This design comes from an exercise in tuning for small area on the open sky130 flow, not from production work.
The RTL was checked by simulation tests, not by an equivalence proof against the original design.
Power is estimated from default activity; no workload was simulated.

`flow/config.mk`:
```
export PLATFORM = sky130hd
export DESIGN_NAME = regfile_mp
export DESIGN_NICKNAME = regfile_mp
export VERILOG_FILES = /design/flow/design.v
export SDC_FILE = /design/flow/constraint.sdc
export NUM_CORES = 4
export LEC_CHECK = 0
export CAP_MARGIN = 20
export CELL_PAD_IN_SITES_DETAIL_PLACEMENT = 1
export CELL_PAD_IN_SITES_GLOBAL_PLACEMENT = 1
export CORE_MARGIN = 2
export CORE_UTILIZATION = 40
export SLEW_MARGIN = 20
export SYNTH_HIERARCHICAL = 1
```
`flow/flow/run.sh`:
```
#!/bin/bash
# Own layout flow: the standard ORFS flow (standard.sh, unchanged synthesis)
# with three layout choices added through ORFS's own variables and hooks:
#  - after floorplan, every combinational cell is swapped to the smallest-area
#    variant of its family (flow/downsize.tcl); the later repair steps upsize
#    where slew, capacitance or timing need it;
#  - ports are buffered with buf_1 instead of the default buffer cell;
#  - clock tree: clkbuf_16 only, larger sink clusters, no dummy loads.
# Each tool's full output stays in orfs/logs/; make's output goes to
# flow_make.log in the work folder.
set -euo pipefail
W=$(pwd)
CTS="-sink_clustering_enable -repair_clock_nets -dont_use_dummy_load"
CTS="$CTS -buf_list {sky130_fd_sc_hd__clkbuf_16}"
CTS="$CTS -sink_clustering_size 22 -sink_clustering_max_diameter 120"
bash standard.sh \
  "POST_FLOORPLAN_TCL=$W/flow/downsize.tcl" \
  "BUFFER_PORTS_ARGS=-buffer_cell sky130_fd_sc_hd__buf_1" \
  "CTS_ARGS=$CTS" \
  finish > "$W/flow_make.log" 2>&1
```
`flow/standard.sh`:
```
#!/bin/bash
# synth_recipe.tcl (not shown) runs the flow's synth.tcl, then flattens the netlist and writes it again
# the make line also repeats each setting of config.mk as NAME=value (left out here)
make -C /OpenROAD-flow-scripts/flow DESIGN_CONFIG=/design/flow/config.mk WORK_HOME=/design/flow/orfs CLKGATE_MAP_FILE= SYNTH_SCRIPT=/design/flow/synth_recipe.tcl "${@:-finish}"
```
`flow/constraint.sdc`:
```
create_clock -name core_clock -period 6.0 [get_ports {clk}]
set_input_delay 1.2000 -clock core_clock [delete_from_list [all_inputs] [get_ports {clk}]]
set_output_delay 1.2000 -clock core_clock [all_outputs]
set_load 0.01 [all_outputs]
```
`flow/flow/downsize.tcl`:
```
# Swap every combinational cell to the smallest-area variant of its family
# (largest drive among equal areas). Timing repair later upsizes where needed.
set db [ord::get_db]
set block [[$db getChip] getBlock]
set dont_use {}
if { [info exists ::env(DONT_USE_CELLS)] } { set dont_use $::env(DONT_USE_CELLS) }
array set best {}
foreach lib [$db getLibs] {
  foreach m [$lib getMasters] {
    set n [$m getName]
    if { ![regexp {^(sky130_fd_sc_hd__[a-z0-9]+)_([0-9]+)$} $n -> fam sz] } { continue }
    if { [lsearch -exact $dont_use $n] >= 0 } { continue }
    set a [expr { [$m getWidth] * [$m getHeight] }]
    if { ![info exists best($fam)] } {
      set best($fam) [list $m $a $sz]
    } else {
      lassign $best($fam) bm ba bs
      if { $a < $ba || ($a == $ba && $sz > $bs) } { set best($fam) [list $m $a $sz] }
    }
  }
}
set skip {^sky130_fd_sc_hd__(df|edf|sdf|sedf|dl|conb|tap|fill|decap|diode|clk|lpflow|probe|ha|fa|fah|mux4)}
set n 0
foreach inst [$block getInsts] {
  set m [$inst getMaster]
  set name [$m getName]
  if { [regexp $skip $name] } { continue }
  if { ![regexp {^(sky130_fd_sc_hd__[a-z0-9]+)_([0-9]+)$} $name -> fam sz] } { continue }
  if { ![info exists best($fam)] } { continue }
  set bm [lindex $best($fam) 0]
  if { [$bm getName] ne $name } {
    if { [$inst swapMaster $bm] } { incr n }
  }
}
puts "downsize: swapped $n instances"
```
`flow/design.v`:
```
module regfile_mp #(
  parameter  int XLEN = 32,
  parameter  int NREG = 32,
  parameter  int NRP  = 2,
  parameter  int NWP  = 2,
  localparam int AW   = $clog2(NREG)
) (
  input  logic                clk,
  input  logic                rst_n,
  input  logic [NWP-1:0]      we,
  input  logic [NWP*AW-1:0]   wa,
  input  logic [NWP*XLEN-1:0] wd,
  input  logic [NRP*AW-1:0]   ra,
  output logic [NRP*XLEN-1:0] rd,
  output logic                ready
);
  logic [AW-1:0]   r_cnt;
  logic            r_ready;
  logic [XLEN-1:0] r_mem [1:NREG-1];
  always_ff @(posedge clk) begin
    if (!rst_n)               r_cnt <= AW'(1);
    else if (r_cnt != '0)     r_cnt <= r_cnt + AW'(1);
  end
  always_ff @(posedge clk) begin
    if (!rst_n)                          r_ready <= 1'b0;
    else if (r_cnt == AW'(NREG - 1))     r_ready <= 1'b1;
  end
  assign ready = r_ready;
  logic [NREG-1:1] w_s0, w_s1, w_hn;
  logic [XLEN-1:0] w_wd0_n, w_wd1_n;
  for (genvar b = 0; b < XLEN; b++) begin : g_wd
    regfile_mp_nand2 u_d0 (.a(wd[b]), .b(r_ready), .y(w_wd0_n[b]));
    regfile_mp_inv   u_d1 (.a(wd[XLEN + b]),       .y(w_wd1_n[b]));
  end
  regfile_mp_wdec #(.NREG(NREG), .AW(AW)) u_wdec (
    .rdy(r_ready), .we(we), .wa(wa),
    .s0(w_s0), .s1(w_s1), .hn(w_hn)
  );
  for (genvar r = 1; r < NREG; r++) begin : g_reg
    logic [XLEN-1:0] w_nxt;
    for (genvar b = 0; b < XLEN; b++) begin : g_bit
      regfile_mp_wbit u_wbit (
        .s0(w_s0[r]), .d0n(w_wd0_n[b]),
        .s1(w_s1[r]), .d1n(w_wd1_n[b]),
        .hn(w_hn[r]), .q(r_mem[r][b]),
        .n(w_nxt[b])
      );
    end
    always_ff @(posedge clk) r_mem[r] <= w_nxt;
  end
  for (genvar g = 0; g < NRP; g++) begin : g_rd
    logic [AW-1:0]   w_ra;
    logic [NREG-1:1] w_rsel;
    assign w_ra  = ra[g*AW +: AW];
    regfile_mp_rdec #(.NREG(NREG), .AW(AW)) u_rdec (.rdy(r_ready), .ra(w_ra), .sel(w_rsel));
    for (genvar b = 0; b < XLEN; b++) begin : g_bit
      logic [NREG-1:1] w_col;
      for (genvar r = 1; r < NREG; r++) begin : g_col
        assign w_col[r] = r_mem[r][b];
      end
      regfile_mp_rbit #(.N(NREG - 1)) u_rbit (
        .sel(w_rsel), .d(w_col), .y(rd[g*XLEN + b])
      );
    end
  end
endmodule
module regfile_mp_wdec #(
  parameter int NREG = 32,
  parameter int AW   = 5
) (
  input  logic            rdy,
  input  logic [1:0]      we,
  input  logic [2*AW-1:0] wa,
  output logic [NREG-1:1] s0,
  output logic [NREG-1:1] s1,
  output logic [NREG-1:1] hn
);
  logic [NREG-1:1] w_s0_n, w_s1_n, w_h;
  always_comb begin
    for (int r = 1; r < NREG; r++) begin
      logic hit0, hit1;
      hit0  = rdy && we[0] && (wa[0 +: AW] == AW'(r));
      hit1  = rdy && we[1] && (wa[AW +: AW] == AW'(r));
      w_s1_n[r] = !hit1;
      w_s0_n[r] = rdy && !(hit0 && !hit1);
      w_h[r]    = rdy && !hit0 && !hit1;
    end
  end
  for (genvar r = 1; r < NREG; r++) begin : g_drv
    regfile_mp_inv u_s0 (.a(w_s0_n[r]), .y(s0[r]));
    regfile_mp_inv u_s1 (.a(w_s1_n[r]), .y(s1[r]));
    regfile_mp_inv u_hn (.a(w_h[r]),    .y(hn[r]));
  end
endmodule
module regfile_mp_rdec #(
  parameter int NREG = 32,
  parameter int AW   = 5
) (
  input  logic            rdy,
  input  logic [AW-1:0]   ra,
  output logic [NREG-1:1] sel
);
  logic [NREG-1:1] w_sel_n;
  always_comb
    for (int r = 1; r < NREG; r++)
      w_sel_n[r] = !(rdy && (ra == AW'(r)));
  for (genvar r = 1; r < NREG; r++) begin : g_drv
    regfile_mp_inv u_sel (.a(w_sel_n[r]), .y(sel[r]));
  end
endmodule
module regfile_mp_inv (
  input  logic a,
  output logic y
);
  assign y = ~a;
endmodule
module regfile_mp_wbit (
  input  logic s0, d0n,
  input  logic s1, d1n,
  input  logic hn, q,
  output logic n
);
  logic keep_n;
  regfile_mp_nor2 u_keep (.a(q), .b(hn), .y(keep_n));
  regfile_mp_aoi221 u_aoi (.a1(s0), .a2(d0n), .b1(s1), .b2(d1n), .c(keep_n), .y(n));
endmodule
module regfile_mp_nand2 (
  input  logic a, b,
  output logic y
);
  assign y = ~(a & b);
endmodule
module regfile_mp_nor2 (
  input  logic a, b,
  output logic y
);
  assign y = ~(a | b);
endmodule
module regfile_mp_aoi221 (
  input  logic a1, a2, b1, b2, c,
  output logic y
);
  assign y = ~((a1 & a2) | (b1 & b2) | c);
endmodule
module regfile_mp_rbit #(
  parameter int N = 31
) (
  input  logic [N-1:0] sel,
  input  logic [N-1:0] d,
  output logic         y
);
  localparam int NG3 = N / 3;
  localparam int NR  = N % 3;
  localparam int NG  = NG3 + (NR != 0);
  logic [NG-1:0] w_n;
  for (genvar i = 0; i < NG3; i++) begin : g_grp
    regfile_mp_aoi3 u_aoi (.sel(sel[3*i +: 3]), .d(d[3*i +: 3]), .yn(w_n[i]));
  end
  if (NR == 2) begin : g_rem2
    regfile_mp_aoi2 u_aoi (.sel(sel[3*NG3 +: 2]), .d(d[3*NG3 +: 2]), .yn(w_n[NG3]));
  end else if (NR == 1) begin : g_rem1
    regfile_mp_aoi1 u_aoi (.sel(sel[3*NG3]), .d(d[3*NG3]), .yn(w_n[NG3]));
  end
  regfile_mp_nand #(.N(NG)) u_nand (.a(w_n), .y(y));
endmodule
module regfile_mp_aoi3 (
  input  logic [2:0] sel,
  input  logic [2:0] d,
  output logic       yn
);
  assign yn = ~|(sel & d);
endmodule
module regfile_mp_aoi2 (
  input  logic [1:0] sel,
  input  logic [1:0] d,
  output logic       yn
);
  assign yn = ~|(sel & d);
endmodule
module regfile_mp_aoi1 (
  input  logic sel,
  input  logic d,
  output logic yn
);
  assign yn = ~(sel & d);
endmodule
module regfile_mp_nand #(
  parameter int N = 11
) (
  input  logic [N-1:0] a,
  output logic         y
);
  assign y = ~&a;
endmodule
```
==> flow_metrics.env <==
export IMPL_outcome="no timing/DRC/antenna violations"
export IMPL_yosys_warnings=11
export IMPL_clock_sinks=998
export IMPL_slew_headroom_pct=13.5
export IMPL_p_int_mw=8.19
export IMPL_setup_ws_ns=0.475
export IMPL_drtIter0Drc=11400
export IMPL_grt_max_degree=49
export IMPL_timing_critical_path_required_ns=4.80
export IMPL_fin_skew_ns=0.0607
export IMPL_reg2reg_from="r_ready$_SDFFE_PN0N_"
export IMPL_cpMostUsedCell="buf_1"
export IMPL_syn_to_final_growth_pct=-3.81
export IMPL_die_area_um2=126000
export IMPL_via_count=50700
export IMPL_clockBufferDepth=3
export IMPL_fin_cells=6341
export IMPL_worst_r2r_path_depth=7
export IMPL_rsz0062_at_grt="no"
export IMPL_cts_buffers=51
export IMPL_power_frac_clock_pct=36.2
export IMPL_io_pins=153
export IMPL_cts_tree="built"
export IMPL_vias_per_cell=8.00
export IMPL_power_share_sequential_pct=61.4
export IMPL_drv_cap=0
export IMPL_syn_num_nets=4542
export IMPL_async_flop_share_pct=0
export IMPL_worstPathArrival_ns=4.32
export IMPL_cp_startpoint="ra[0]"
export IMPL_crit_chain="buf_1, nor4b_1, nand3_1, inv_2, a222oi_1, nand4_1, or3_1, buf_1"
export IMPL_r2r_end="r_mem[3][12]$_DFF_P_"
export IMPL_tightest_slew_ns=1.30
export IMPL_slew_violations=0
export IMPL_coreArea_um2=122000
export IMPL_die_h_um=355
export IMPL_switching_share_pct=24.3
export IMPL_cp_slowest_stage_delay_ns=0.81
export IMPL_endpoint_kind="output port"
export IMPL_crit_family="simple AND/OR/NAND/NOR gates"
export IMPL_synth_area_um2=49300
export IMPL_combPwrFrac_pct=2.4
export IMPL_synth_seq_area_share_pct=40.5
export IMPL_postSynthRegisterBits=998
export IMPL_hold_viol=0
export IMPL_ys_dominant_reg_cell="dfxtp_1"
export IMPL_place_detailed_hpwl_mm=153
export IMPL_nets=4805
export IMPL_clk_pin_slew_worst_paths_ns=0.10
export IMPL_powerDensity_nw_per_um2=228
export IMPL_ir_worst_vdd_mv=0.220
export IMPL_first_global_vias=48800
export IMPL_final_period_utilization_pct=92.1
export IMPL_tns_ns=0
export IMPL_initial_core_util_pct=40.4
export IMPL_critPathLaunchType="input pin"
export IMPL_row_count=128
export IMPL_drt_total_wl_mm=273
export IMPL_final_util_pct=38.9
export IMPL_setup_violations=0
export IMPL_critical_path_class="input pin to output port"
export IMPL_syn_avg_cell_area_um2=11.1
export IMPL_drc=0
export IMPL_die_w_um=355
export IMPL_crit_slowest_cell="inv_2"
export IMPL_drive_gt1_share_pct=7.28
export IMPL_cp_max_fo=32
export IMPL_drtAntennaViolNets=0
export IMPL_hold_path_class="flop to flop"
export IMPL_r2r_slack_ns=1.74
export IMPL_power_mw=10.8
export IMPL_nFillCells=14000
export IMPL_path_buf_inv=3
export IMPL_gr_usage_all_layers_pct=40.8
export IMPL_synthCells=4451
export IMPL_clk_latency_ns=0.74
export IMPL_htreeDepth=2
export IMPL_postCtsSetupRepairBufs=0
export IMPL_ctsHoldBuffers=0
export IMPL_max_freq_mhz=181
export IMPL_dpl_cell_count=6285
export IMPL_place_ws_ns=0.750
export IMPL_regArea_um2=20000
export IMPL_globalplace_congestion=0.963
export IMPL_cts_repair_resized=0
export IMPL_routedWlPerCell_um=43.0
export IMPL_switchingPower_mw=2.63
export IMPL_path_depth=8
export IMPL_synth_enable_flop_cells=0
export IMPL_fin_crit_ns=5.52
export IMPL_crit_end="rd[14]"
export IMPL_numPortBuffers=152
export IMPL_firstDrtPassIters=14
export IMPL_grt_first_pass_wirelength_mm=373
export IMPL_p_leak_nw=19.4
export IMPL_antenna_found_initial=12
export IMPL_ys_types=44
export IMPL_multiInputGateArea_um2=22200
export IMPL_cts_root_buf="clkbuf_16"
export IMPL_overflow=0
-- sequential cells by signal (all words and copies together), names as in the netlist --
signal,cells
r_cnt,5
r_mem,992
r_ready,1
-- Yosys stat by module, one instance, submodules excluded, excerpt --
module / cells / flops+latches
regfile_mp: 1019 / 998
regfile_mp_aoi3: 1 / 0
regfile_mp_nand2: 1 / 0
regfile_mp_nor2: 1 / 0
regfile_mp_aoi1: 1 / 0
regfile_mp_inv: 1 / 0
regfile_mp_aoi221: 1 / 0
-- worst min path at each step --
stage,end,startpoint,slack [ns],cells past startpoint
6_report,r_mem[23][30]$_DFF_P_,r_mem[23][30]$_DFF_P_,0.50,2
2_1_floorplan,r_cnt[1]$_SDFFE_PN0P_,r_cnt[1]$_SDFFE_PN0P_,0.48,2
3_3_place_gp,r_mem[27][9]$_DFF_P_,r_mem[27][9]$_DFF_P_,0.48,2
5_1_grt,r_mem[1][21]$_DFF_P_,r_mem[1][21]$_DFF_P_,0.52,2
4_1_cts,r_mem[11][27]$_DFF_P_,r_mem[11][27]$_DFF_P_,0.51,2
3_5_place_dp,r_mem[20][31]$_DFF_P_,r_mem[20][31]$_DFF_P_,0.49,2
-- worst reg2reg max path: cells and delay by family (launching register included) --
family,cells,cell delay [ns]
buffers and inverters,2,1.47
flip-flops,1,0.58
AND/OR/NAND/NOR,3,0.91
AO/OA/AOI/OAI,2,1.21
-- cell usage after synthesis (4+ instances only) --
| master | number | area, um2 |
|---|---|---|
| dfxtp_1 | 998 | 20000 |
| nor2_1 | 998 | 3750 |
| a221oi_2 | 992 | 14900 |
| a222oi_1 | 640 | 6410 |
| inv_1 | 189 | 709 |
| nand2_1 | 178 | 668 |
| nand4_1 | 129 | 807 |
| nand3_1 | 109 | 546 |
| or3_1 | 64 | 400 |
| nor2b_1 | 41 | 257 |
| o21ai_0 | 13 | 65.1 |
| clkbuf_1 | 8 | 30.0 |
| o31ai_1 | 8 | 60.1 |
| buf_2 | 7 | 35.0 |
| o21ai_1 | 7 | 35.0 |
| and4bb_2 | 6 | 75.1 |
| buf_6 | 6 | 67.6 |
| buf_4 | 5 | 37.5 |
| nand2b_1 | 5 | 31.3 |
| and4b_2 | 4 | 45.0 |
| nand4b_1 | 4 | 35.0 |
| o41ai_1 | 4 | 35.0 |
| or4b_1 | 4 | 40.0 |
-- cell usage in the layout, fill, tap and decap left out, types with 3 or more instances in the layout --
cell type,count
nand4b_1,4
nor4b_1,3
diode_2,4
or3_1,64
nand2b_1,5
and4b_1,6
a221oi_1,992
buf_1,152
nand2_1,172
o21ai_1,20
clkinv_2,8
and4bb_2,6
or4b_2,4
buf_4,83
inv_2,181
a222oi_1,640
nand2_2,6
nor2b_1,41
o41ai_1,4
o31ai_1,8
nand4_1,129
nand3_1,112
clkbuf_16,51
and4_1,3
ha_1,3
dfxtp_1,997
nor2_1,998
-- logic make-up after synthesis --
family / after synthesis / share of synthesized area, %
compound gates: 1666 / 43.6
buf+inv: 216 / 1.79
xor+xnor: 1 / 0.0178
simple gates: 1565 / 14.0
fa+ha+maj: 3 / 0.0761
mux: 2 / 0.0507
flops: 998 / 40.5
-- final cells by class --
class,count,share of cell area (%)
well taps,1625,4.28
diodes,4,0.0211
multi-input cells,3237,46.8
inverters,189,1.52
clock buffers,51,2.69
repair buffers,237,2.60
flip-flops and latches,998,42.1
-- power groups by stage --
stage / logic, mW / registers, mW / clock network [mW]
floorplan: 0.212 / 6.79 / 0
global placement: 0.254 / 6.79 / 0
detailed placement: 0.257 / 6.79 / 0
CTS: 0.257 / 6.64 / 3.93
global route: 0.275 / 6.64 / 4.15
finish: 0.264 / 6.64 / 3.92
-- metal layers --
layer / track usage (%) / routed length (um) / up-vias
met5: 1.13 / 291 / -
met2: 58.5 / 111000 / 4315
li1: - / - / 19800
met4: 22.9 / 17700 / 16
met1: 53.4 / 105000 / 25700
met3: 13.5 / 38700 / 855
-- stage by stage --
stage	hold WS [ns]	area [um2]
2_1_floorplan	0.476	49300
3_3_place_gp	0.484	46100
3_5_place_dp	0.486	46100
4_1_cts	0.506	47400
5_1_grt	0.522	47500
6_report	0.505	47500

-- re-timing with driven ports --
No port has a modelled driver above. Below, the same layout with a new extraction and two added sets of constraints. Step 1, drivers: a clkbuf_16 drives clk and a buf_2 each remaining input, both assumed. Step 2 times the ports against the registers' clock, not the clock port: input delays grow and output delays shrink by t, the midpoint of the rising clock arrivals with the driver on. Slacks: no drivers / after step 1 / after step 2; pairs: no drivers / after step 1.
t, ns: 0.788
setup slack, ns: 0.475 / 0.433 / 0.433
worst setup path at the end: input to output
After both steps this run still meets setup and hold. For this run, drivers alone change the setup slack by -0.042 ns; drivers and shift together by -0.042 ns.
